This is an optimization exercise on Yosys and OpenROAD, whose aim is small area, not a production implementation.
Only simulation tests tie the RTL to the original design; equivalence was not proved.

==> flow/design.v (outline; a module is shown in full before it is edited, if it fits) <==
// module add_rca: 15 lines
// module add_bk: 33 lines
// module add_sk: 26 lines
// module pan_tilt_top: 895 lines
module pan_tilt_top (
	input  logic clk,
	input  logic reset,
	input  logic in_valid,
	input  logic [11:0] x_com,
	input  logic [11:0] y_com,
	input  logic [11:0] x_light,
	input  logic [11:0] y_light,
	input  logic [11:0] height,
	output logic out_valid,
	output logic [7:0] pan,
	output logic [7:0] tilt
);
  // ...
==> flow/flow/run.sh <==
#!/bin/bash
set -euo pipefail
bash standard.sh ADDER_MAP_FILE= finish > flow_make.log 2>&1
==> flow/standard.sh <==
#!/bin/bash
# synth_recipe.tcl (not shown) runs the flow's synth.tcl, then flattens the netlist and writes it again
# the make line also repeats each setting of config.mk as NAME=value (left out here)
make -C /OpenROAD-flow-scripts/flow DESIGN_CONFIG=/design/flow/config.mk WORK_HOME=/design/flow/orfs CLKGATE_MAP_FILE= SYNTH_SCRIPT=/design/flow/synth_recipe.tcl "${@:-finish}"
==> flow/config.mk <==
export PLATFORM = sky130hd
export DESIGN_NAME = pan_tilt_top
export DESIGN_NICKNAME = pan_tilt_top
export VERILOG_FILES = /design/flow/design.v
export SDC_FILE = /design/flow/constraint.sdc
export NUM_CORES = 4
export LEC_CHECK = 0
export ABC_AREA = 1
export CAP_MARGIN = 20
export CORE_MARGIN = 2
export CORE_UTILIZATION = 40
export CTS_CLUSTER_DIAMETER = 120
export CTS_CLUSTER_SIZE = 30
export SLEW_MARGIN = 20
==> flow/constraint.sdc <==
create_clock -name core_clock -period 5.0 [get_ports {clk}]
set_input_delay 1.0000 -clock core_clock [delete_from_list [all_inputs] [get_ports {clk}]]
set_output_delay 1.0000 -clock core_clock [all_outputs]
set_load 0.01 [all_outputs]
==> flow_results.org, run 1 <==
** Place
- The congestion estimate from routability-driven global placement came to 0.8471.
- Once placement completed, the tool counted placed cells totaling 6147.
- Setup Slack @ Placement :: -0.003635 ns
- Instance area after placement :: 35400 sq um

** Clocking
- Clock-pin slew reported for the worst setup and hold paths after clock tree synthesis :: 0.12 ns
- Resized cells post-CTS :: 16
- TritonCTS built the clock tree.

** Synth
- Total of warnings raised by yosys :: 14
- Yosys instantiated no cell more often than sky130_fd_sc_hd__nand2_1.
- Of the total synthesized cell area, the portion taken by XOR and XNOR cells is 0.2167.
- Top area cells in the synthesized netlist :: sky130_fd_sc_hd__dfxtp_1 29%, sky130_fd_sc_hd__nand2_1 18%, sky130_fd_sc_hd__xor2_1 15%, sky130_fd_sc_hd__inv_1 8.6%, sky130_fd_sc_hd__xnor2_1 5.7%

** STA
- Post-Route Setup TNS :: 0 ns
- Dividing the final minimum period by the clock period gives 0.9310.

** Setup path
- The endpoint identified for the worst register-to-register timing path is py9_r5[5].
- The critical path crosses 19 cells after its start point.
- Buffers & Inverters on Critical Path :: 3
- CP Class :: flip-flop to primary output
- Number of cells on the worst reg-to-reg path :: 34
- Endpoint class of the critical path :: primary output

** Die
- Number of tap instances :: 1080
- Die width :: 293.1 um

** Finish
- Buffers outside the clock class :: 112
- Total of clock buffers placed in the layout :: 23
- Utilization of the core after routing :: 0.4343
- Sequential share of cell area :: 0.2713
- Among all cell classes, the greatest summed area belongs to multi-input gates.

** Drt
- Post-DR vias/cell :: 4.440

** Status
- The run finished with no timing, DRC or antenna violations.

** Global routing
- The total overflow left after global routing is 0.
==> inputs of run 2 (changes only) <==
--- a/flow/design.v
+++ b/flow/design.v
@@ -117,59 +117,67 @@
 	logic [0:0] sf_s0;
 	logic [11:0] px0_s0;
 	logic [12:0] py0_s0;
 	logic [12:0] dx_s0;
 	logic [12:0] dy_s0;
 	logic [11:0] height_r1;
 	logic [0:0] sf_r1;
 	logic [11:0] px0_r1;
+	logic [11:0] px0_q1;
 	logic [12:0] py0_r1;
+	logic [12:0] py0_q1;
 	logic [0:0] pb0_s1;
 	logic [12:0] px1_s1;
 	logic [12:0] py1_s1;
 	logic [0:0] pb1_s1;
 	logic [12:0] px2_s1;
 	logic [12:0] py2_s1;
 	logic [11:0] height_r2;
 	logic [0:0] sf_r2;
 	logic [0:0] pb0_r2;
 	logic [0:0] pb1_r2;
 	logic [12:0] px2_r2;
+	logic [12:0] px2_q2;
 	logic [12:0] py2_r2;
+	logic [12:0] py2_q2;
 	logic [0:0] pb2_s2;
 	logic [13:0] px3_s2;
 	logic [11:0] py3_s2;
 	logic [0:0] pb3_s2;
 	logic [13:0] px4_s2;
 	logic [10:0] py4_s2;
 	logic [11:0] height_r3;
 	logic [0:0] sf_r3;
 	logic [0:0] pb0_r3;
 	logic [0:0] pb1_r3;
 	logic [0:0] pb2_r3;
 	logic [0:0] pb3_r3;
 	logic [13:0] px4_r3;
+	logic [13:0] px4_q3;
 	logic [10:0] py4_r3;
+	logic [10:0] py4_q3;
 	logic [0:0] pb4_s3;
 	logic [13:0] px5_s3;
 	logic [10:0] py5_s3;
 	logic [0:0] pb5_s3;
 	logic [13:0] px6_s3;
 	logic [9:0] py6_s3;
 	logic [11:0] height_r4;
 	logic [0:0] sf_r4;
 	logic [0:0] pb0_r4;
 	logic [0:0] pb1_r4;
 	logic [0:0] pb2_r4;
 	logic [0:0] pb3_r4;
 	logic [0:0] pb4_r4;
 	logic [0:0] pb5_r4;
 	logic [13:0] px6_r4;
+	logic [13:0] px6_q4;
 	logic [9:0] py6_r4;
+	logic [9:0] py6_q4;
 	logic [0:0] pb6_s4;
 	logic [13:0] px7_s4;
 	logic [8:0] py7_s4;
 	logic [0:0] pb7_s4;
 	logic [13:0] px8_s4;
 	logic [7:0] py8_s4;
 	logic [0:0] pb8_s4;
 	logic [6:0] py9_s4;
@@ -182,18 +190,20 @@
 	logic [0:0] pb2_r5;
 	logic [0:0] pb3_r5;
 	logic [0:0] pb4_r5;
 	logic [0:0] pb5_r5;
 	logic [0:0] pb6_r5;
 	logic [0:0] pb7_r5;
 	logic [0:0] pb8_r5;
 	logic [6:0] py9_r5;
+	logic [6:0] py9_q5;
 	logic [2:0] pa9_r5;
 	logic [13:0] pX_r5;
+	logic [13:0] pX_q5;
 	logic [12:0] hs_s5;
 	logic hcsa_s5_1, hcsa_s5_2;
 	logic hcsa_s5_3, hcsa_s5_4;
 	logic hcsa_s5_5, hcsa_s5_6;
 	logic hcsa_s5_7, hcsa_s5_8;
 	logic hcsa_s5_9, hcsa_s5_10;
 	logic hcsa_s5_11, hcsa_s5_12;
 	logic hcsa_s5_13, hcsa_s5_14;
@@ -268,21 +278,23 @@
 	logic [0:0] pb2_r6;
 	logic [0:0] pb3_r6;
 	logic [0:0] pb4_r6;
 	logic [0:0] pb5_r6;
 	logic [0:0] pb6_r6;
 	logic [0:0] pb7_r6;
 	logic [0:0] pb8_r6;
 	logic [13:0] pX_r6;
+	logic [13:0] pX_q6;
 	logic [12:0] hs_r6;
 	logic [0:0] pb9_r6;
 	logic [0:0] pb10_r6;
 	logic [0:0] pb11_r6;
 	logic [4:0] py12_r6;
+	logic [4:0] py12_q6;
 	logic [2:0] pa12_r6;
 	logic [0:0] pb12_s6;
 	logic [3:0] py13_s6;
 	logic [2:0] pa13_s6;
 	logic pc12_s6;
 	logic [3:0] plo12_s6;
 	logic [0:0] pb13_s6;
 	logic [2:0] pa14_s6;
@@ -300,17 +312,19 @@
 	logic [0:0] pb7_r7;
 	logic [0:0] pb8_r7;
 	logic [0:0] pb9_r7;
 	logic [0:0] pb10_r7;
 	logic [0:0] pb11_r7;
 	logic [0:0] pb12_r7;
 	logic [0:0] pb13_r7;
 	logic [13:0] tx1_r7;
+	logic [13:0] tx1_q7;
 	logic [14:0] ty1_r7;
+	logic [14:0] ty1_q7;
 	logic [7:0] pan_b_s7;
 	logic pcsa_s7_1, pcsa_s7_2;
 	logic pcsa_s7_3, pcsa_s7_4;
 	logic pcsa_s7_5, pcsa_s7_6;
 	logic pcsa_s7_7, pcsa_s7_8;
 	logic pcsa_s7_9, pcsa_s7_10;
 	logic pcsa_s7_11, pcsa_s7_12;
 	logic pcsa_s7_13, pcsa_s7_14;
@@ -355,45 +369,51 @@
 	logic [13:0] ty2_s7;
 	logic [0:0] tb2_s7;
 	logic [14:0] tx3_s7;
 	logic [12:0] ty3_s7;
 	logic [7:0] pan_b_r8;
 	logic [0:0] tb1_r8;
 	logic [0:0] tb2_r8;
 	logic [14:0] tx3_r8;
+	logic [14:0] tx3_q8;
 	logic [12:0] ty3_r8;
+	logic [12:0] ty3_q8;
 	logic [0:0] tb3_s8;
 	logic [14:0] tx4_s8;
 	logic [12:0] ty4_s8;
 	logic [0:0] tb4_s8;
 	logic [14:0] tx5_s8;
 	logic [11:0] ty5_s8;
 	logic [7:0] pan_b_r9;
 	logic [0:0] tb1_r9;
 	logic [0:0] tb2_r9;
 	logic [0:0] tb3_r9;
 	logic [0:0] tb4_r9;
 	logic [14:0] tx5_r9;
+	logic [14:0] tx5_q9;
 	logic [11:0] ty5_r9;
+	logic [11:0] ty5_q9;
 	logic [0:0] tb5_s9;
 	logic [14:0] tx6_s9;
 	logic [10:0] ty6_s9;
 	logic [0:0] tb6_s9;
 	logic [14:0] tx7_s9;
 	logic [9:0] ty7_s9;
 	logic [7:0] pan_b_r10;
 	logic [0:0] tb1_r10;
 	logic [0:0] tb2_r10;
 	logic [0:0] tb3_r10;
 	logic [0:0] tb4_r10;
 	logic [0:0] tb5_r10;
 	logic [0:0] tb6_r10;
 	logic [14:0] tx7_r10;
+	logic [14:0] tx7_q10;
 	logic [9:0] ty7_r10;
+	logic [9:0] ty7_q10;
 	logic [0:0] tb7_s10;
 	logic [14:0] tx8_s10;
 	logic [8:0] ty8_s10;
 	logic [0:0] tb8_s10;
 	logic [7:0] ty9_s10;
 	logic [2:0] ta9_s10;
 	logic [14:0] tX_s10;
 	logic [5:0] tXh9_s10;
@@ -404,20 +424,23 @@
 	logic [0:0] tb2_r11;
 	logic [0:0] tb3_r11;
 	logic [0:0] tb4_r11;
 	logic [0:0] tb5_r11;
 	logic [0:0] tb6_r11;
 	logic [0:0] tb7_r11;
 	logic [0:0] tb8_r11;
 	logic [7:0] ty9_r11;
+	logic [7:0] ty9_q11;
 	logic [2:0] ta9_r11;
 	logic [5:0] tXh9_r11;
+	logic [5:0] tXh9_q11;
 	logic [0:0] tXa9_r11;
 	logic [2:0] tXl9_r11;
+	logic [2:0] tXl9_q11;
 	logic [14:0] tX_s11;
 	logic [0:0] tb9_s11;
 	logic [6:0] ty10_s11;
 	logic [2:0] ta10_s11;
 	logic tc9_s11;
 	logic [3:0] tlo9_s11;
 	logic [15:0] tpart_s11;
 	logic tpcsa_s11_1, tpcsa_s11_2;
@@ -467,58 +490,69 @@
 	logic tc12_s11;
 	logic [3:0] tlo12_s11;
 	logic [7:0] pan_b_r12;
 	logic [15:0] tpart_r12;
 	logic [0:0] tb10_r12;
 	logic [0:0] tb11_r12;
 	logic [0:0] tb12_r12;
 	logic [4:0] ty13_r12;
+	logic [4:0] ty13_q12;
 	logic [0:0] tb13_s12;
 	logic [7:0] tilt_b_s12;
 	logic tqcsa_s12_1, tqcsa_s12_2;
 	logic tqcsa_s12_3, tqcsa_s12_4;
 	logic [6:0] tqcsa_s12_5, tqcsa_s12_6, tqcsa_s12_7;
 	logic [6:0] tlo_s12;
 	logic [9:0] th1_s12;
 	logic [9:0] thh_s12;
 	logic [12:1] vld;
 	add_sk #(.W(13)) u_add1 (.a({1'b0, x_com}), .b({1'b1, ~x_light}), .ci(1'b1), .s(dx_s0));
 	add_sk #(.W(13)) u_add2 (.a({1'b0, y_com}), .b({1'b1, ~y_light}), .ci(1'b1), .s(dy_s0));
 	assign sf_s0 = dx_s0[12];
 	add_sk #(.W(12)) u_add3 (.a((dx_s0[11:0] ^ {12{dx_s0[12]}})), .b(12'd0), .ci(dx_s0[12]), .s(px0_s0));
 	add_sk #(.W(13)) u_add4 (.a((dy_s0 ^ {13{dx_s0[12]}})), .b(13'd0), .ci(dx_s0[12]), .s(py0_s0));
-	assign pb0_s1 = ~py0_r1[12];
-	add_rca #(.W(13)) u_add5 (.a({1'b0, px0_r1}), .b({1'b0, (py0_r1[11:0] ^ {12{py0_r1[12]}})}), .ci(py0_r1[12]), .s(px1_s1));
-	add_sk #(.W(13)) u_add6 (.a(py0_r1), .b(({1'b0, px0_r1[11:0]} ^ {13{~py0_r1[12]}})), .ci(~py0_r1[12]), .s(py1_s1));
+	assign px0_q1 = ~px0_r1;
+	assign py0_q1 = ~py0_r1;
+	assign pb0_s1 = ~py0_q1[12];
+	add_rca #(.W(13)) u_add5 (.a({1'b0, px0_q1}), .b({1'b0, (py0_q1[11:0] ^ {12{py0_q1[12]}})}), .ci(py0_q1[12]), .s(px1_s1));
+	add_sk #(.W(13)) u_add6 (.a(py0_q1), .b(({1'b0, px0_q1[11:0]} ^ {13{~py0_q1[12]}})), .ci(~py0_q1[12]), .s(py1_s1));
 	assign pb1_s1 = ~py1_s1[12];
 	add_rca #(.W(13)) u_add7 (.a(px1_s1), .b({2'b0, (py1_s1[11:1] ^ {11{py1_s1[12]}})}), .ci(py1_s1[12]), .s(px2_s1));
 	add_sk #(.W(13)) u_add8 (.a(py1_s1), .b(({1'b0, px1_s1[12:1]} ^ {13{~py1_s1[12]}})), .ci(~py1_s1[12]), .s(py2_s1));
-	assign pb2_s2 = ~py2_r2[12];
-	add_rca #(.W(14)) u_add9 (.a({1'b0, px2_r2}), .b({4'b0, (py2_r2[11:2] ^ {10{py2_r2[12]}})}), .ci(py2_r2[12]), .s(px3_s2));
-	add_sk #(.W(12)) u_add10 (.a(py2_r2[11:0]), .b(({1'b0, px2_r2[12:2]} ^ {12{~py2_r2[12]}})), .ci(~py2_r2[12]), .s(py3_s2));
+	assign px2_q2 = ~px2_r2;
+	assign py2_q2 = ~py2_r2;
+	assign pb2_s2 = ~py2_q2[12];
+	add_rca #(.W(14)) u_add9 (.a({1'b0, px2_q2}), .b({4'b0, (py2_q2[11:2] ^ {10{py2_q2[12]}})}), .ci(py2_q2[12]), .s(px3_s2));
+	add_sk #(.W(12)) u_add10 (.a(py2_q2[11:0]), .b(({1'b0, px2_q2[12:2]} ^ {12{~py2_q2[12]}})), .ci(~py2_q2[12]), .s(py3_s2));
 	assign pb3_s2 = ~py3_s2[11];
 	add_rca #(.W(14)) u_add11 (.a(px3_s2), .b({6'b0, (py3_s2[10:3] ^ {8{py3_s2[11]}})}), .ci(py3_s2[11]), .s(px4_s2));
 	add_sk #(.W(11)) u_add12 (.a(py3_s2[10:0]), .b((px3_s2[13:3] ^ {11{~py3_s2[11]}})), .ci(~py3_s2[11]), .s(py4_s2));
-	assign pb4_s3 = ~py4_r3[10];
-	add_rca #(.W(14)) u_add13 (.a(px4_r3), .b({8'b0, (py4_r3[9:4] ^ {6{py4_r3[10]}})}), .ci(py4_r3[10]), .s(px5_s3));
-	add_sk #(.W(11)) u_add14 (.a(py4_r3), .b(({1'b0, px4_r3[13:4]} ^ {11{~py4_r3[10]}})), .ci(~py4_r3[10]), .s(py5_s3));
+	assign px4_q3 = ~px4_r3;
+	assign py4_q3 = ~py4_r3;
+	assign pb4_s3 = ~py4_q3[10];
+	add_rca #(.W(14)) u_add13 (.a(px4_q3), .b({8'b0, (py4_q3[9:4] ^ {6{py4_q3[10]}})}), .ci(py4_q3[10]), .s(px5_s3));
+	add_sk #(.W(11)) u_add14 (.a(py4_q3), .b(({1'b0, px4_q3[13:4]} ^ {11{~py4_q3[10]}})), .ci(~py4_q3[10]), .s(py5_s3));
 	assign pb5_s3 = ~py5_s3[10];
 	add_rca #(.W(14)) u_add15 (.a(px5_s3), .b({9'b0, (py5_s3[9:5] ^ {5{py5_s3[10]}})}), .ci(py5_s3[10]), .s(px6_s3));
 	add_sk #(.W(10)) u_add16 (.a(py5_s3[9:0]), .b(({1'b0, px5_s3[13:5]} ^ {10{~py5_s3[10]}})), .ci(~py5_s3[10]), .s(py6_s3));
-	assign pb6_s4 = ~py6_r4[9];
-	add_rca #(.W(14)) u_add17 (.a(px6_r4), .b({11'b0, (py6_r4[8:6] ^ {3{py6_r4[9]}})}), .ci(py6_r4[9]), .s(px7_s4));
-	add_sk #(.W(9)) u_add18 (.a(py6_r4[8:0]), .b(({1'b0, px6_r4[13:6]} ^ {9{~py6_r4[9]}})), .ci(~py6_r4[9]), .s(py7_s4));
+	assign px6_q4 = ~px6_r4;
+	assign py6_q4 = ~py6_r4;
+	assign pb6_s4 = ~py6_q4[9];
+	add_rca #(.W(14)) u_add17 (.a(px6_q4), .b({11'b0, (py6_q4[8:6] ^ {3{py6_q4[9]}})}), .ci(py6_q4[9]), .s(px7_s4));
+	add_sk #(.W(9)) u_add18 (.a(py6_q4[8:0]), .b(({1'b0, px6_q4[13:6]} ^ {9{~py6_q4[9]}})), .ci(~py6_q4[9]), .s(py7_s4));
 	assign pb7_s4 = ~py7_s4[8];
 	add_rca #(.W(14)) u_add19 (.a(px7_s4), .b({13'b0, (py7_s4[7:7] ^ {1{py7_s4[8]}})}), .ci(py7_s4[8]), .s(px8_s4));
 	add_sk #(.W(8)) u_add20 (.a(py7_s4[7:0]), .b(({1'b0, px7_s4[13:7]} ^ {8{~py7_s4[8]}})), .ci(~py7_s4[8]), .s(py8_s4));
 	assign pb8_s4 = ~py8_s4[7];
 	assign pX_s4 = px8_s4;
 	assign pa9_s4 = {2'b0, py8_s4[7]};
 	add_sk #(.W(7)) u_add21 (.a(py8_s4[6:0]), .b(({1'b0, px8_s4[13:8]} ^ {7{~py8_s4[7]}})), .ci(~py8_s4[7]), .s(py9_s4));
+	assign py9_q5 = ~py9_r5;
+	assign pX_q5 = ~pX_r5;
 	assign hcsa_s5_1 = height_r5[0] ^ height_r5[2];
 	assign hcsa_s5_2 = height_r5[0] & height_r5[2];
 	assign hcsa_s5_3 = height_r5[1] ^ height_r5[3] ^ height_r5[4];
 	assign hcsa_s5_4 = (height_r5[1] & height_r5[3]) | (height_r5[1] & height_r5[4]) | (height_r5[3] & height_r5[4]);
 	assign hcsa_s5_5 = height_r5[2] ^ height_r5[4] ^ height_r5[5];
 	assign hcsa_s5_6 = (height_r5[2] & height_r5[4]) | (height_r5[2] & height_r5[5]) | (height_r5[4] & height_r5[5]);
 	assign hcsa_s5_7 = height_r5[0] ^ height_r5[3] ^ height_r5[5];
 	assign hcsa_s5_8 = (height_r5[0] & height_r5[3]) | (height_r5[0] & height_r5[5]) | (height_r5[3] & height_r5[5]);
@@ -625,41 +659,45 @@
 	assign hcsa_s5_109 = hcsa_s5_72 ^ height_r5[9] ^ height_r5[10];
 	assign hcsa_s5_110 = (hcsa_s5_72 & height_r5[9]) | (hcsa_s5_72 & height_r5[10]) | (height_r5[9] & height_r5[10]);
 	assign hcsa_s5_111 = height_r5[10] ^ height_r5[11];
 	assign hcsa_s5_112 = height_r5[10] & height_r5[11];
 	assign hcsa_s5_113 = {1'b0, hcsa_s5_112, hcsa_s5_110, hcsa_s5_108, hcsa_s5_106, hcsa_s5_104, hcsa_s5_102, hcsa_s5_100, hcsa_s5_98, hcsa_s5_96, hcsa_s5_94, hcsa_s5_92, hcsa_s5_90, hcsa_s5_88, hcsa_s5_86, hcsa_s5_84, hcsa_s5_82, hcsa_s5_80, hcsa_s5_78, hcsa_s5_76, hcsa_s5_74, hcsa_s5_73, height_r5[2], height_r5[1], height_r5[0], height_r5[1], height_r5[0]};
 	assign hcsa_s5_114 = {1'b0, height_r5[11], hcsa_s5_111, hcsa_s5_109, hcsa_s5_107, hcsa_s5_105, hcsa_s5_103, hcsa_s5_101, hcsa_s5_99, hcsa_s5_97, hcsa_s5_95, hcsa_s5_93, hcsa_s5_91, hcsa_s5_89, hcsa_s5_87, hcsa_s5_85, hcsa_s5_83, hcsa_s5_81, hcsa_s5_79, hcsa_s5_77, hcsa_s5_75, height_r5[5], height_r5[4], height_r5[3], height_r5[2], 1'b0, 1'b0};
 	add_rca #(.W(27)) u_add22 (.a(hcsa_s5_113), .b(hcsa_s5_114), .ci(1'b0), .s(hcsa_s5_115));
 	assign hs_s5 = hcsa_s5_115[26:14];
-	assign pb9_s5 = ~py9_r5[6];
-	assign pa10_s5 = pa9_r5 + {2'b0, py9_r5[6]};
-	assign plo9_s5 = {1'b0, pX_r5[2:0]} + {1'b0, pa9_r5};
-	assign pc9_s5 = (&pX_r5[8:3]) & plo9_s5[3];
-	add_sk #(.W(6)) u_add23 (.a(py9_r5[5:0]), .b(({1'b0, pX_r5[13:9]} ^ {6{~py9_r5[6]}})), .ci(~(pc9_s5 ^ py9_r5[6])), .s(py10_s5));
+	assign pb9_s5 = ~py9_q5[6];
+	assign pa10_s5 = pa9_r5 + {2'b0, py9_q5[6]};
+	assign plo9_s5 = {1'b0, pX_q5[2:0]} + {1'b0, pa9_r5};
+	assign pc9_s5 = (&pX_q5[8:3]) & plo9_s5[3];
+	add_sk #(.W(6)) u_add23 (.a(py9_q5[5:0]), .b(({1'b0, pX_q5[13:9]} ^ {6{~py9_q5[6]}})), .ci(~(pc9_s5 ^ py9_q5[6])), .s(py10_s5));
 	assign pb10_s5 = ~py10_s5[5];
 	assign pa11_s5 = pa10_s5 + {2'b0, py10_s5[5]};
-	assign plo10_s5 = {1'b0, pX_r5[2:0]} + {1'b0, pa10_s5};
-	assign pc10_s5 = (&pX_r5[9:3]) & plo10_s5[3];
-	add_sk #(.W(5)) u_add24 (.a(py10_s5[4:0]), .b(({1'b0, pX_r5[13:10]} ^ {5{~py10_s5[5]}})), .ci(~(pc10_s5 ^ py10_s5[5])), .s(py11_s5));
+	assign plo10_s5 = {1'b0, pX_q5[2:0]} + {1'b0, pa10_s5};
+	assign pc10_s5 = (&pX_q5[9:3]) & plo10_s5[3];
+	add_sk #(.W(5)) u_add24 (.a(py10_s5[4:0]), .b(({1'b0, pX_q5[13:10]} ^ {5{~py10_s5[5]}})), .ci(~(pc10_s5 ^ py10_s5[5])), .s(py11_s5));
 	assign pb11_s5 = ~py11_s5[4];
 	assign pa12_s5 = pa11_s5 + {2'b0, py11_s5[4]};
-	assign plo11_s5 = {1'b0, pX_r5[2:0]} + {1'b0, pa11_s5};
-	assign pc11_s5 = (&pX_r5[10:3]) & plo11_s5[3];
-	add_sk #(.W(5)) u_add25 (.a(py11_s5), .b(({2'b0, pX_r5[13:11]} ^ {5{~py11_s5[4]}})), .ci(~(pc11_s5 ^ py11_s5[4])), .s(py12_s5));
-	assign pb12_s6 = ~py12_r6[4];
-	assign pa13_s6 = pa12_r6 + {2'b0, py12_r6[4]};
-	assign plo12_s6 = {1'b0, pX_r6[2:0]} + {1'b0, pa12_r6};
-	assign pc12_s6 = (&pX_r6[11:3]) & plo12_s6[3];
-	add_sk #(.W(4)) u_add26 (.a(py12_r6[3:0]), .b(({2'b0, pX_r6[13:12]} ^ {4{~py12_r6[4]}})), .ci(~(pc12_s6 ^ py12_r6[4])), .s(py13_s6));
+	assign plo11_s5 = {1'b0, pX_q5[2:0]} + {1'b0, pa11_s5};
+	assign pc11_s5 = (&pX_q5[10:3]) & plo11_s5[3];
+	add_sk #(.W(5)) u_add25 (.a(py11_s5), .b(({2'b0, pX_q5[13:11]} ^ {5{~py11_s5[4]}})), .ci(~(pc11_s5 ^ py11_s5[4])), .s(py12_s5));
+	assign pX_q6 = ~pX_r6;
+	assign py12_q6 = ~py12_r6;
+	assign pb12_s6 = ~py12_q6[4];
+	assign pa13_s6 = pa12_r6 + {2'b0, py12_q6[4]};
+	assign plo12_s6 = {1'b0, pX_q6[2:0]} + {1'b0, pa12_r6};
+	assign pc12_s6 = (&pX_q6[11:3]) & plo12_s6[3];
+	add_sk #(.W(4)) u_add26 (.a(py12_q6[3:0]), .b(({2'b0, pX_q6[13:12]} ^ {4{~py12_q6[4]}})), .ci(~(pc12_s6 ^ py12_q6[4])), .s(py13_s6));
 	assign pb13_s6 = ~py13_s6[3];
 	assign pa14_s6 = pa13_s6 + {2'b0, py13_s6[3]};
-	add_sk #(.W(14)) u_add27 (.a(pX_r6), .b({11'b0, pa14_s6}), .ci(1'b0), .s(px14_s6));
+	add_sk #(.W(14)) u_add27 (.a(pX_q6), .b({11'b0, pa14_s6}), .ci(1'b0), .s(px14_s6));
 	add_sk #(.W(14)) u_add28 (.a(px14_s6), .b({1'b0, hs_r6}), .ci(1'b0), .s(tx1_s6));
 	add_sk #(.W(15)) u_add29 (.a({1'b0, px14_s6}), .b(~{2'b0, hs_r6}), .ci(1'b1), .s(ty1_s6));
+	assign tx1_q7 = ~tx1_r7;
+	assign ty1_q7 = ~ty1_r7;
 	assign pcsa_s7_1 = pb2_r7 ^ pb3_r7;
 	assign pcsa_s7_2 = pb2_r7 & pb3_r7;
 	assign pcsa_s7_3 = pcsa_s7_1 ^ pb4_r7 ^ pb6_r7;
 	assign pcsa_s7_4 = (pcsa_s7_1 & pb4_r7) | (pcsa_s7_1 & pb6_r7) | (pb4_r7 & pb6_r7);
 	assign pcsa_s7_5 = pb7_r7 ^ pb8_r7;
 	assign pcsa_s7_6 = pb7_r7 & pb8_r7;
 	assign pcsa_s7_7 = pcsa_s7_2 ^ pb2_r7 ^ pb4_r7;
 	assign pcsa_s7_8 = (pcsa_s7_2 & pb2_r7) | (pcsa_s7_2 & pb4_r7) | (pb2_r7 & pb4_r7);
@@ -738,50 +776,59 @@
 	assign pcsa_s7_81 = pb2_r7 ^ 1'b1;
 	assign pcsa_s7_82 = pb2_r7 & 1'b1;
 	assign pcsa_s7_83 = pb1_r7 ^ 1'b1;
 	assign pcsa_s7_84 = pb1_r7 & 1'b1;
 	assign pcsa_s7_85 = {1'b0, pcsa_s7_84, pcsa_s7_82, pcsa_s7_80, pcsa_s7_78, pcsa_s7_76, pcsa_s7_74, pcsa_s7_72, pcsa_s7_70, pcsa_s7_68, pcsa_s7_66, pcsa_s7_64, pcsa_s7_62, pcsa_s7_60, pcsa_s7_59, 1'b1};
 	assign pcsa_s7_86 = {1'b0, pb0_r7, pcsa_s7_83, pcsa_s7_81, pcsa_s7_79, pcsa_s7_77, pcsa_s7_75, pcsa_s7_73, pcsa_s7_71, pcsa_s7_69, pcsa_s7_67, pcsa_s7_65, pcsa_s7_63, pcsa_s7_61, 1'b1, 1'b0};
 	add_sk #(.W(16)) u_add30 (.a(pcsa_s7_85), .b(pcsa_s7_86), .ci(1'b0), .s(pcsa_s7_87));
 	assign pan_b_s7 = {pcsa_s7_87[15] ^ sf_r7, pcsa_s7_87[14:8]};
-	assign tb1_s7 = ~ty1_r7[14];
-	add_rca #(.W(15)) u_add31 (.a({1'b0, tx1_r7}), .b({2'b0, (ty1_r7[13:1] ^ {13{ty1_r7[14]}})}), .ci(ty1_r7[14]), .s(tx2_s7));
-	add_sk #(.W(14)) u_add32 (.a(ty1_r7[13:0]), .b(({1'b0, tx1_r7[13:1]} ^ {14{~ty1_r7[14]}})), .ci(~ty1_r7[14]), .s(ty2_s7));
+	assign tb1_s7 = ~ty1_q7[14];
+	add_rca #(.W(15)) u_add31 (.a({1'b0, tx1_q7}), .b({2'b0, (ty1_q7[13:1] ^ {13{ty1_q7[14]}})}), .ci(ty1_q7[14]), .s(tx2_s7));
+	add_sk #(.W(14)) u_add32 (.a(ty1_q7[13:0]), .b(({1'b0, tx1_q7[13:1]} ^ {14{~ty1_q7[14]}})), .ci(~ty1_q7[14]), .s(ty2_s7));
 	assign tb2_s7 = ~ty2_s7[13];
 	add_rca #(.W(15)) u_add33 (.a(tx2_s7), .b({4'b0, (ty2_s7[12:2] ^ {11{ty2_s7[13]}})}), .ci(ty2_s7[13]), .s(tx3_s7));
 	add_sk #(.W(13)) u_add34 (.a(ty2_s7[12:0]), .b((tx2_s7[14:2] ^ {13{~ty2_s7[13]}})), .ci(~ty2_s7[13]), .s(ty3_s7));
-	assign tb3_s8 = ~ty3_r8[12];
-	add_rca #(.W(15)) u_add35 (.a(tx3_r8), .b({6'b0, (ty3_r8[11:3] ^ {9{ty3_r8[12]}})}), .ci(ty3_r8[12]), .s(tx4_s8));
-	add_sk #(.W(13)) u_add36 (.a(ty3_r8), .b(({1'b0, tx3_r8[14:3]} ^ {13{~ty3_r8[12]}})), .ci(~ty3_r8[12]), .s(ty4_s8));
+	assign tx3_q8 = ~tx3_r8;
+	assign ty3_q8 = ~ty3_r8;
+	assign tb3_s8 = ~ty3_q8[12];
+	add_rca #(.W(15)) u_add35 (.a(tx3_q8), .b({6'b0, (ty3_q8[11:3] ^ {9{ty3_q8[12]}})}), .ci(ty3_q8[12]), .s(tx4_s8));
+	add_sk #(.W(13)) u_add36 (.a(ty3_q8), .b(({1'b0, tx3_q8[14:3]} ^ {13{~ty3_q8[12]}})), .ci(~ty3_q8[12]), .s(ty4_s8));
 	assign tb4_s8 = ~ty4_s8[12];
 	add_rca #(.W(15)) u_add37 (.a(tx4_s8), .b({7'b0, (ty4_s8[11:4] ^ {8{ty4_s8[12]}})}), .ci(ty4_s8[12]), .s(tx5_s8));
 	add_sk #(.W(12)) u_add38 (.a(ty4_s8[11:0]), .b(({1'b0, tx4_s8[14:4]} ^ {12{~ty4_s8[12]}})), .ci(~ty4_s8[12]), .s(ty5_s8));
-	assign tb5_s9 = ~ty5_r9[11];
-	add_rca #(.W(15)) u_add39 (.a(tx5_r9), .b({9'b0, (ty5_r9[10:5] ^ {6{ty5_r9[11]}})}), .ci(ty5_r9[11]), .s(tx6_s9));
-	add_sk #(.W(11)) u_add40 (.a(ty5_r9[10:0]), .b(({1'b0, tx5_r9[14:5]} ^ {11{~ty5_r9[11]}})), .ci(~ty5_r9[11]), .s(ty6_s9));
+	assign tx5_q9 = ~tx5_r9;
+	assign ty5_q9 = ~ty5_r9;
+	assign tb5_s9 = ~ty5_q9[11];
+	add_rca #(.W(15)) u_add39 (.a(tx5_q9), .b({9'b0, (ty5_q9[10:5] ^ {6{ty5_q9[11]}})}), .ci(ty5_q9[11]), .s(tx6_s9));
+	add_sk #(.W(11)) u_add40 (.a(ty5_q9[10:0]), .b(({1'b0, tx5_q9[14:5]} ^ {11{~ty5_q9[11]}})), .ci(~ty5_q9[11]), .s(ty6_s9));
 	assign tb6_s9 = ~ty6_s9[10];
 	add_rca #(.W(15)) u_add41 (.a(tx6_s9), .b({11'b0, (ty6_s9[9:6] ^ {4{ty6_s9[10]}})}), .ci(ty6_s9[10]), .s(tx7_s9));
 	add_sk #(.W(10)) u_add42 (.a(ty6_s9[9:0]), .b(({1'b0, tx6_s9[14:6]} ^ {10{~ty6_s9[10]}})), .ci(~ty6_s9[10]), .s(ty7_s9));
-	assign tb7_s10 = ~ty7_r10[9];
-	add_rca #(.W(15)) u_add43 (.a(tx7_r10), .b({13'b0, (ty7_r10[8:7] ^ {2{ty7_r10[9]}})}), .ci(ty7_r10[9]), .s(tx8_s10));
-	add_sk #(.W(9)) u_add44 (.a(ty7_r10[8:0]), .b(({1'b0, tx7_r10[14:7]} ^ {9{~ty7_r10[9]}})), .ci(~ty7_r10[9]), .s(ty8_s10));
+	assign tx7_q10 = ~tx7_r10;
+	assign ty7_q10 = ~ty7_r10;
+	assign tb7_s10 = ~ty7_q10[9];
+	add_rca #(.W(15)) u_add43 (.a(tx7_q10), .b({13'b0, (ty7_q10[8:7] ^ {2{ty7_q10[9]}})}), .ci(ty7_q10[9]), .s(tx8_s10));
+	add_sk #(.W(9)) u_add44 (.a(ty7_q10[8:0]), .b(({1'b0, tx7_q10[14:7]} ^ {9{~ty7_q10[9]}})), .ci(~ty7_q10[9]), .s(ty8_s10));
 	assign tb8_s10 = ~ty8_s10[8];
 	assign tX_s10 = tx8_s10;
 	assign ta9_s10 = {2'b0, ty8_s10[8]};
 	add_sk #(.W(8)) u_add45 (.a(ty8_s10[7:0]), .b(({1'b0, tx8_s10[14:8]} ^ {8{~ty8_s10[8]}})), .ci(~ty8_s10[8]), .s(ty9_s10));
 	assign tXh9_s10 = tX_s10[14:9];
 	assign tXa9_s10 = &tX_s10[8:3];
 	assign tXl9_s10 = tX_s10[2:0];
-	assign tX_s11 = {tXh9_r11, {6{tXa9_r11}}, tXl9_r11};
-	assign tb9_s11 = ~ty9_r11[7];
-	assign ta10_s11 = ta9_r11 + {2'b0, ty9_r11[7]};
+	assign ty9_q11 = ~ty9_r11;
+	assign tXh9_q11 = ~tXh9_r11;
+	assign tXl9_q11 = ~tXl9_r11;
+	assign tX_s11 = {tXh9_q11, {6{tXa9_r11}}, tXl9_q11};
+	assign tb9_s11 = ~ty9_q11[7];
+	assign ta10_s11 = ta9_r11 + {2'b0, ty9_q11[7]};
 	assign tlo9_s11 = {1'b0, tX_s11[2:0]} + {1'b0, ta9_r11};
 	assign tc9_s11 = (&tX_s11[8:3]) & tlo9_s11[3];
-	add_sk #(.W(7)) u_add46 (.a(ty9_r11[6:0]), .b(({1'b0, tX_s11[14:9]} ^ {7{~ty9_r11[7]}})), .ci(~(tc9_s11 ^ ty9_r11[7])), .s(ty10_s11));
+	add_sk #(.W(7)) u_add46 (.a(ty9_q11[6:0]), .b(({1'b0, tX_s11[14:9]} ^ {7{~ty9_q11[7]}})), .ci(~(tc9_s11 ^ ty9_q11[7])), .s(ty10_s11));
 	assign tpcsa_s11_1 = tb2_r11 ^ tb3_r11;
 	assign tpcsa_s11_2 = tb2_r11 & tb3_r11;
 	assign tpcsa_s11_3 = tpcsa_s11_1 ^ tb4_r11 ^ tb6_r11;
 	assign tpcsa_s11_4 = (tpcsa_s11_1 & tb4_r11) | (tpcsa_s11_1 & tb6_r11) | (tb4_r11 & tb6_r11);
 	assign tpcsa_s11_5 = tpcsa_s11_2 ^ tb2_r11 ^ tb4_r11;
 	assign tpcsa_s11_6 = (tpcsa_s11_2 & tb2_r11) | (tpcsa_s11_2 & tb4_r11) | (tb2_r11 & tb4_r11);
 	assign tpcsa_s11_7 = tb1_r11 ^ tb5_r11;
 	assign tpcsa_s11_8 = tb1_r11 & tb5_r11;
@@ -852,17 +899,18 @@
 	assign ta12_s11 = ta11_s11 + {2'b0, ty11_s11[5]};
 	assign tlo11_s11 = {1'b0, tX_s11[2:0]} + {1'b0, ta11_s11};
 	assign tc11_s11 = (&tX_s11[10:3]) & tlo11_s11[3];
 	add_sk #(.W(5)) u_add49 (.a(ty11_s11[4:0]), .b(({1'b0, tX_s11[14:11]} ^ {5{~ty11_s11[5]}})), .ci(~(tc11_s11 ^ ty11_s11[5])), .s(ty12_s11));
 	assign tb12_s11 = ~ty12_s11[4];
 	assign tlo12_s11 = {1'b0, tX_s11[2:0]} + {1'b0, ta12_s11};
 	assign tc12_s11 = (&tX_s11[11:3]) & tlo12_s11[3];
 	add_sk #(.W(5)) u_add50 (.a(ty12_s11), .b(({2'b0, tX_s11[14:12]} ^ {5{~ty12_s11[4]}})), .ci(~(tc12_s11 ^ ty12_s11[4])), .s(ty13_s11));
-	assign tb13_s12 = ~ty13_r12[4];
+	assign ty13_q12 = ~ty13_r12;
+	assign tb13_s12 = ~ty13_q12[4];
 	assign tqcsa_s12_1 = tb11_r12 ^ tb12_r12;
 	assign tqcsa_s12_2 = tb11_r12 & tb12_r12;
 	assign tqcsa_s12_3 = tb10_r12 ^ tb12_r12;
 	assign tqcsa_s12_4 = tb10_r12 & tb12_r12;
 	assign tqcsa_s12_5 = {1'b0, 1'b0, tb10_r12, tqcsa_s12_4, tqcsa_s12_2, tqcsa_s12_1, 1'b0};
 	assign tqcsa_s12_6 = {1'b0, 1'b0, 1'b0, tb11_r12, tqcsa_s12_3, tb13_s12, 1'b0};
 	add_sk #(.W(7)) u_add51 (.a(tqcsa_s12_5), .b(tqcsa_s12_6), .ci(1'b0), .s(tqcsa_s12_7));
 	assign tlo_s12 = {1'b0, tpart_r12[5:0]} + tqcsa_s12_7;
@@ -871,129 +919,129 @@
 	assign tilt_b_s12 = thh_s12[9] ? 8'd0 : thh_s12[8] ? 8'd255 : thh_s12[7:0];
 	always_ff @(posedge clk) begin
 		if (reset) vld <= '0;
 		else vld <= {vld[11:1], in_valid};
 	end
 	always_ff @(posedge clk) begin
 		height_r1 <= height;
 		sf_r1 <= sf_s0;
-		px0_r1 <= px0_s0;
-		py0_r1 <= py0_s0;
+		px0_r1 <= ~px0_s0;
+		py0_r1 <= ~py0_s0;
 		height_r2 <= height_r1;
 		sf_r2 <= sf_r1;
 		pb0_r2 <= pb0_s1;
 		pb1_r2 <= pb1_s1;
-		px2_r2 <= px2_s1;
-		py2_r2 <= py2_s1;
+		px2_r2 <= ~px2_s1;
+		py2_r2 <= ~py2_s1;
 		height_r3 <= height_r2;
 		sf_r3 <= sf_r2;
 		pb0_r3 <= pb0_r2;
 		pb1_r3 <= pb1_r2;
 		pb2_r3 <= pb2_s2;
 		pb3_r3 <= pb3_s2;
-		px4_r3 <= px4_s2;
-		py4_r3 <= py4_s2;
+		px4_r3 <= ~px4_s2;
+		py4_r3 <= ~py4_s2;
 		height_r4 <= height_r3;
 		sf_r4 <= sf_r3;
 		pb0_r4 <= pb0_r3;
 		pb1_r4 <= pb1_r3;
 		pb2_r4 <= pb2_r3;
 		pb3_r4 <= pb3_r3;
 		pb4_r4 <= pb4_s3;
 		pb5_r4 <= pb5_s3;
-		px6_r4 <= px6_s3;
-		py6_r4 <= py6_s3;
+		px6_r4 <= ~px6_s3;
+		py6_r4 <= ~py6_s3;
 		height_r5 <= height_r4;
 		sf_r5 <= sf_r4;
 		pb0_r5 <= pb0_r4;
 		pb1_r5 <= pb1_r4;
 		pb2_r5 <= pb2_r4;
 		pb3_r5 <= pb3_r4;
 		pb4_r5 <= pb4_r4;
 		pb5_r5 <= pb5_r4;
 		pb6_r5 <= pb6_s4;
 		pb7_r5 <= pb7_s4;
 		pb8_r5 <= pb8_s4;
-		py9_r5 <= py9_s4;
+		py9_r5 <= ~py9_s4;
 		pa9_r5 <= pa9_s4;
-		pX_r5 <= pX_s4;
+		pX_r5 <= ~pX_s4;
 		sf_r6 <= sf_r5;
 		pb0_r6 <= pb0_r5;
 		pb1_r6 <= pb1_r5;
 		pb2_r6 <= pb2_r5;
 		pb3_r6 <= pb3_r5;
 		pb4_r6 <= pb4_r5;
 		pb5_r6 <= pb5_r5;
 		pb6_r6 <= pb6_r5;
 		pb7_r6 <= pb7_r5;
 		pb8_r6 <= pb8_r5;
-		pX_r6 <= pX_r5;
+		pX_r6 <= ~pX_q5;
 		hs_r6 <= hs_s5;
 		pb9_r6 <= pb9_s5;
 		pb10_r6 <= pb10_s5;
 		pb11_r6 <= pb11_s5;
-		py12_r6 <= py12_s5;
+		py12_r6 <= ~py12_s5;
 		pa12_r6 <= pa12_s5;
 		sf_r7 <= sf_r6;
 		pb0_r7 <= pb0_r6;
 		pb1_r7 <= pb1_r6;
 		pb2_r7 <= pb2_r6;
 		pb3_r7 <= pb3_r6;
 		pb4_r7 <= pb4_r6;
 		pb5_r7 <= pb5_r6;
 		pb6_r7 <= pb6_r6;
 		pb7_r7 <= pb7_r6;
 		pb8_r7 <= pb8_r6;
 		pb9_r7 <= pb9_r6;
 		pb10_r7 <= pb10_r6;
 		pb11_r7 <= pb11_r6;
 		pb12_r7 <= pb12_s6;
 		pb13_r7 <= pb13_s6;
-		tx1_r7 <= tx1_s6;
-		ty1_r7 <= ty1_s6;
+		tx1_r7 <= ~tx1_s6;
+		ty1_r7 <= ~ty1_s6;
 		pan_b_r8 <= pan_b_s7;
 		tb1_r8 <= tb1_s7;
 		tb2_r8 <= tb2_s7;
-		tx3_r8 <= tx3_s7;
-		ty3_r8 <= ty3_s7;
+		tx3_r8 <= ~tx3_s7;
+		ty3_r8 <= ~ty3_s7;
 		pan_b_r9 <= pan_b_r8;
 		tb1_r9 <= tb1_r8;
 		tb2_r9 <= tb2_r8;
 		tb3_r9 <= tb3_s8;
 		tb4_r9 <= tb4_s8;
-		tx5_r9 <= tx5_s8;
-		ty5_r9 <= ty5_s8;
+		tx5_r9 <= ~tx5_s8;
+		ty5_r9 <= ~ty5_s8;
 		pan_b_r10 <= pan_b_r9;
 		tb1_r10 <= tb1_r9;
 		tb2_r10 <= tb2_r9;
 		tb3_r10 <= tb3_r9;
 		tb4_r10 <= tb4_r9;
 		tb5_r10 <= tb5_s9;
 		tb6_r10 <= tb6_s9;
-		tx7_r10 <= tx7_s9;
-		ty7_r10 <= ty7_s9;
+		tx7_r10 <= ~tx7_s9;
+		ty7_r10 <= ~ty7_s9;
 		pan_b_r11 <= pan_b_r10;
 		tb1_r11 <= tb1_r10;
 		tb2_r11 <= tb2_r10;
 		tb3_r11 <= tb3_r10;
 		tb4_r11 <= tb4_r10;
 		tb5_r11 <= tb5_r10;
 		tb6_r11 <= tb6_r10;
 		tb7_r11 <= tb7_s10;
 		tb8_r11 <= tb8_s10;
-		ty9_r11 <= ty9_s10;
+		ty9_r11 <= ~ty9_s10;
 		ta9_r11 <= ta9_s10;
-		tXh9_r11 <= tXh9_s10;
+		tXh9_r11 <= ~tXh9_s10;
 		tXa9_r11 <= tXa9_s10;
-		tXl9_r11 <= tXl9_s10;
+		tXl9_r11 <= ~tXl9_s10;
 		pan_b_r12 <= pan_b_r11;
 		tpart_r12 <= tpart_s11;
 		tb10_r12 <= tb10_s11;
 		tb11_r12 <= tb11_s11;
 		tb12_r12 <= tb12_s11;
-		ty13_r12 <= ty13_s11;
+		ty13_r12 <= ~ty13_s11;
 	end
 	assign out_valid = vld[12];
 	assign pan = pan_b_r12;
 	assign tilt = tilt_b_s12;
 endmodule
 `default_nettype wire
==> flow_results.org, run 2 <==
** Status
- Run status :: complete, no violations

** STA
- Number of pins with negative max-slew slack in the final report :: 0
- Derived from the worst setup path, the maximum achievable clock frequency is 0.2159 GHz.
- The setup TNS came to 0 ns (unchanged).
- Final setup slack of the worst path :: 0.3677 ns
- The clock arrives with 0.02445 ns of skew.
- Shortest clock period the worst path allows after layout :: 4.632 ns
- Worst slew margin relative to its limit :: 0.6327
- Setup violators final :: 0
- Hold slack :: 0.3326 ns
- For the pin with the worst max-slew slack, the measured transition is 0.5502 ns.
- Fraction of the cycle the final worst path needs :: 0.9265 (-0.004517)
- Final hold violations :: 0

** Setup path
- Worst Path Required :: 4.00 ns
- The worst setup path is of the flip-flop to primary output kind.
- Slack of the worst reg-to-reg path :: 0.57 ns
- Highest fanout seen on the critical path :: 5
- STA classifies the critical path startpoint as a flip-flop.
- Data arrives at the worst endpoint at 3.63 ns.
- The worst setup path is captured at a primary output.

** Synth
- In the synthesized netlist, the cells that appear most often are 1796 x sky130_fd_sc_hd__nand2_1, 661 x sky130_fd_sc_hd__inv_1, 489 x sky130_fd_sc_hd__dfxtp_1, 428 x sky130_fd_sc_hd__xor2_1, 408 x sky130_fd_sc_hd__nand3_1.
- Synthesized area divided by synthesized cell count :: 6.463 sq um
- For this run, the leading register cell type out of synthesis is sky130_fd_sc_hd__dfxtp_1.
- Of the post-synthesis cell area, the dominant cell type holds 0.2973.
- Post-synthesis async set-or-reset flop share :: 0
- Netlist area before placement :: 32930 sq um
- Post-synth EDFFs :: 0
- Total of warnings raised by yosys :: 14 (unchanged)
- Syn_nets :: 5158
- Yosys attributes the largest share of cell area to sky130_fd_sc_hd__dfxtp_1 30%, sky130_fd_sc_hd__nand2_1 20%, sky130_fd_sc_hd__xor2_1 11%, sky130_fd_sc_hd__inv_1 7.5%, sky130_fd_sc_hd__nand3_1 6.2%.
- Synthesis-stage register bit count :: 489
- Largest area contributor in the netlist :: sky130_fd_sc_hd__dfxtp_1
- Mapped Cells :: 5095
- In the post-synthesis netlist, the cell with the most instances is sky130_fd_sc_hd__nand2_1.
- For this run, the register share of the synthesized area comes to 0.2973.
- The number of different library cells used by synthesis comes to 68.

** Drt
- The detail route stage leaves a number of antenna-violating nets equal to 0.
- In the routed design, unresolved DRC markers number 0.
- The post-detailed-route via-to-cell ratio was 4.467 (+0.61%).
- In this run, the number of DRC markers left after iteration 0 of detailed routing was 1121.
- After detailed routing, the average wire length per cell comes to 10.52 um.
- Overall via count from detail_route :: 28016
- Summed over all layers, the routed wires come to 65.95 mm.
- 1st-pass router iterations :: 5

** Finish
- From synthesis to final layout, the design area changed by 8.994%.
- Most common cell after layout, fill and taps aside :: sky130_fd_sc_hd__nand2_1
- Commonest cells after routing, fill and taps aside :: 1794 x sky130_fd_sc_hd__nand2_1, 659 x sky130_fd_sc_hd__inv_1, 480 x sky130_fd_sc_hd__dfxtp_1
- Fill cells in the final layout number 8465.
- The final cell utilization of the core was 0.4385 (+0.004200).
- Final-stage net count :: 5255
- Share of post-route cells with drive strength above 1 :: 0.07439
- Antenna diodes :: 0

** Place
- Placed wire-length estimate :: 54.86 mm
- The weighted congestion at the end of routability-driven global placement is 0.8430 (-0.48%).
- Setup Slack @ Placement :: 0.08348 ns (+0.08712 ns)
- The count of buffers added on input and output ports is 79.

** Die
- Die width :: 290.9 um (-0.75%)
- The floorplan step defined a core boundary enclosing 81850 sq um.
- The floorplan step set the die height to 290.9 um.
- For this configuration, the core starts out at a cell density of 0.4023.
- Number of cell rows :: 105
- Io pins :: 80
- Total die area :: 84630 sq um

** Min path
- Type of the most critical hold path :: flip-flop to flip-flop

** Global routing
- Initial antenna violation count :: 0
- Global-route wire length before repair :: 116.7 mm
- Pin count of the biggest net entering global routing :: 31
- GRT Resource Usage Total :: 0.1595
- Number of global-route vias before repair :: 26108
- Total congestion overflow :: 0 (unchanged)

** Clocking
- CTS Root Buffer Type :: sky130_fd_sc_hd__clkbuf_16
- TritonCTS built the clock tree.
- Later-pin clock latency in the skew report :: 0.60 ns
- Number of H-tree levels :: 1
- The clock-pin slew on the worst setup and hold paths came to 0.11 ns (about the same).
- The tree built by TritonCTS fans out to 489 sinks.
- CTS max path bufs :: 3
- Clock buffer count from CTS :: 23

** Flow run
- Across the run, the number of max-cap violations was 0.
-- run 2: worst max-delay path, cell delays in order, from the launching register on --
cell,delay (ns)
sky130_fd_sc_hd__dfxtp_2,0.36
sky130_fd_sc_hd__nand2_2,0.08
sky130_fd_sc_hd__inv_1,0.05
sky130_fd_sc_hd__nor2_1,0.08
sky130_fd_sc_hd__inv_1,0.05
sky130_fd_sc_hd__nor2_1,0.12
sky130_fd_sc_hd__inv_1,0.07
sky130_fd_sc_hd__nand2_1,0.06
sky130_fd_sc_hd__nand3_1,0.07
sky130_fd_sc_hd__a311o_1,0.32
sky130_fd_sc_hd__nand3_2,0.10
sky130_fd_sc_hd__and3_4,0.20
sky130_fd_sc_hd__nand2_1,0.08
sky130_fd_sc_hd__nor2_2,0.14
sky130_fd_sc_hd__nand2_1,0.08
sky130_fd_sc_hd__nor2_2,0.13
sky130_fd_sc_hd__and2_1,0.14
sky130_fd_sc_hd__inv_1,0.07
sky130_fd_sc_hd__nor2_2,0.12
sky130_fd_sc_hd__nand2_2,0.09
sky130_fd_sc_hd__nand2_1,0.09
sky130_fd_sc_hd__a31oi_1,0.05
sky130_fd_sc_hd__clkdlybuf4s50_1,0.52
-- run 2: area by class of cell --
type	count	area (sq um)	share of cell area
clock buffers	24	589.3	0.01642
clock inverters	11	162.7	0.004532
inverters	670	2522	0.07028
multi-input cells	3886	20320	0.5663
flip-flops and latches	489	9806	0.2732
well taps	1070	1339	0.03730
repair buffers	122	1149	0.03200
-- run 2: timing repair --
action / CTS / global route
pin swaps: 0 / 3
buffers inserted: 0 / 7
endpoints found under the setup margin: 8 / 31
hold buffers: 0 / 0
resized for setup: 9 / 29
-- run 2: kinds of logic after synthesis --
group	count (synthesis)	synth area share
AO/OA/AOI/OAI	321	0.05593
adder cells (fa/ha/maj)	7	0.002128
buffers and inverters	720	0.08751
multiplexers	5	0.001520
AND/OR/NAND/NOR	2889	0.3759
flip-flops	489	0.2973
XOR/XNOR	664	0.1797
-- run 2: per-stage QoR --
| step | instances | area, sq um |
|---|---|---|
| floorplan | 5095 | 32930 |
| global placement | 6230 | 34990 |
| detailed placement | 6230 | 34990 |
| CTS | 6265 | 35770 |
| global route | 6272 | 35890 |
| finish | 6272 | 35890 |
-- run 2: worst paths after layout --
kind / startpoint / endpoint / cells after the start
setup / recovery: tb11_r12 / tilt[7] / 22
hold / removal: tb1_r10 / tb1_r11 / 0
setup reg to reg: ty5_r9[11] / ty7_r10[9] / 34
hold reg to reg: tb1_r10 / tb1_r11 / 0
-- run 2: routing by layer --
layer | up-vias | GRT usage | part of all wire
li1 | 15815 | - | -
met1 | 11952 | 0.2099 | 0.50
met2 | 204 | 0.2877 | 0.47
met3 | 45 | 0.01367 | 0.024
met4 | 0 | 0.02426 | 0.011
met5 | - | 0 | 0

re-timing with driven ports:
How much do the figures lean on ideal ports? The routed layouts below were timed once more, with nothing changed but the port constraints.
Step 1: set_driving_cell puts a clkbuf_16 on clk and a buf_2 on each other input, an assumption about the parent block.
Step 2 times the ports against the registers' clock, not the clock port: input delays grow and output delays shrink by t, the midpoint of the rising clock arrivals with the driver on.
Slacks: ideal / step 1 / step 2; pairs: ideal / step 1.
run | t, ns | setup slack, ns | hold slack, ns | latest minus earliest clock arrival (ns)
run 1 | 0.631 | 0.345 / 0.281 / 0.074 | 0.325 / 0.325 / 0.325 | 0.028 / 0.029
run 2 | 0.653 | 0.368 / 0.306 / 0.109 | 0.333 / 0.333 / 0.333 | 0.025 / 0.025
After both steps every run listed still meets setup and hold. The setup slack of run 1, which loses most, moves by -0.064 ns with the drivers and by -0.271 ns with both steps.
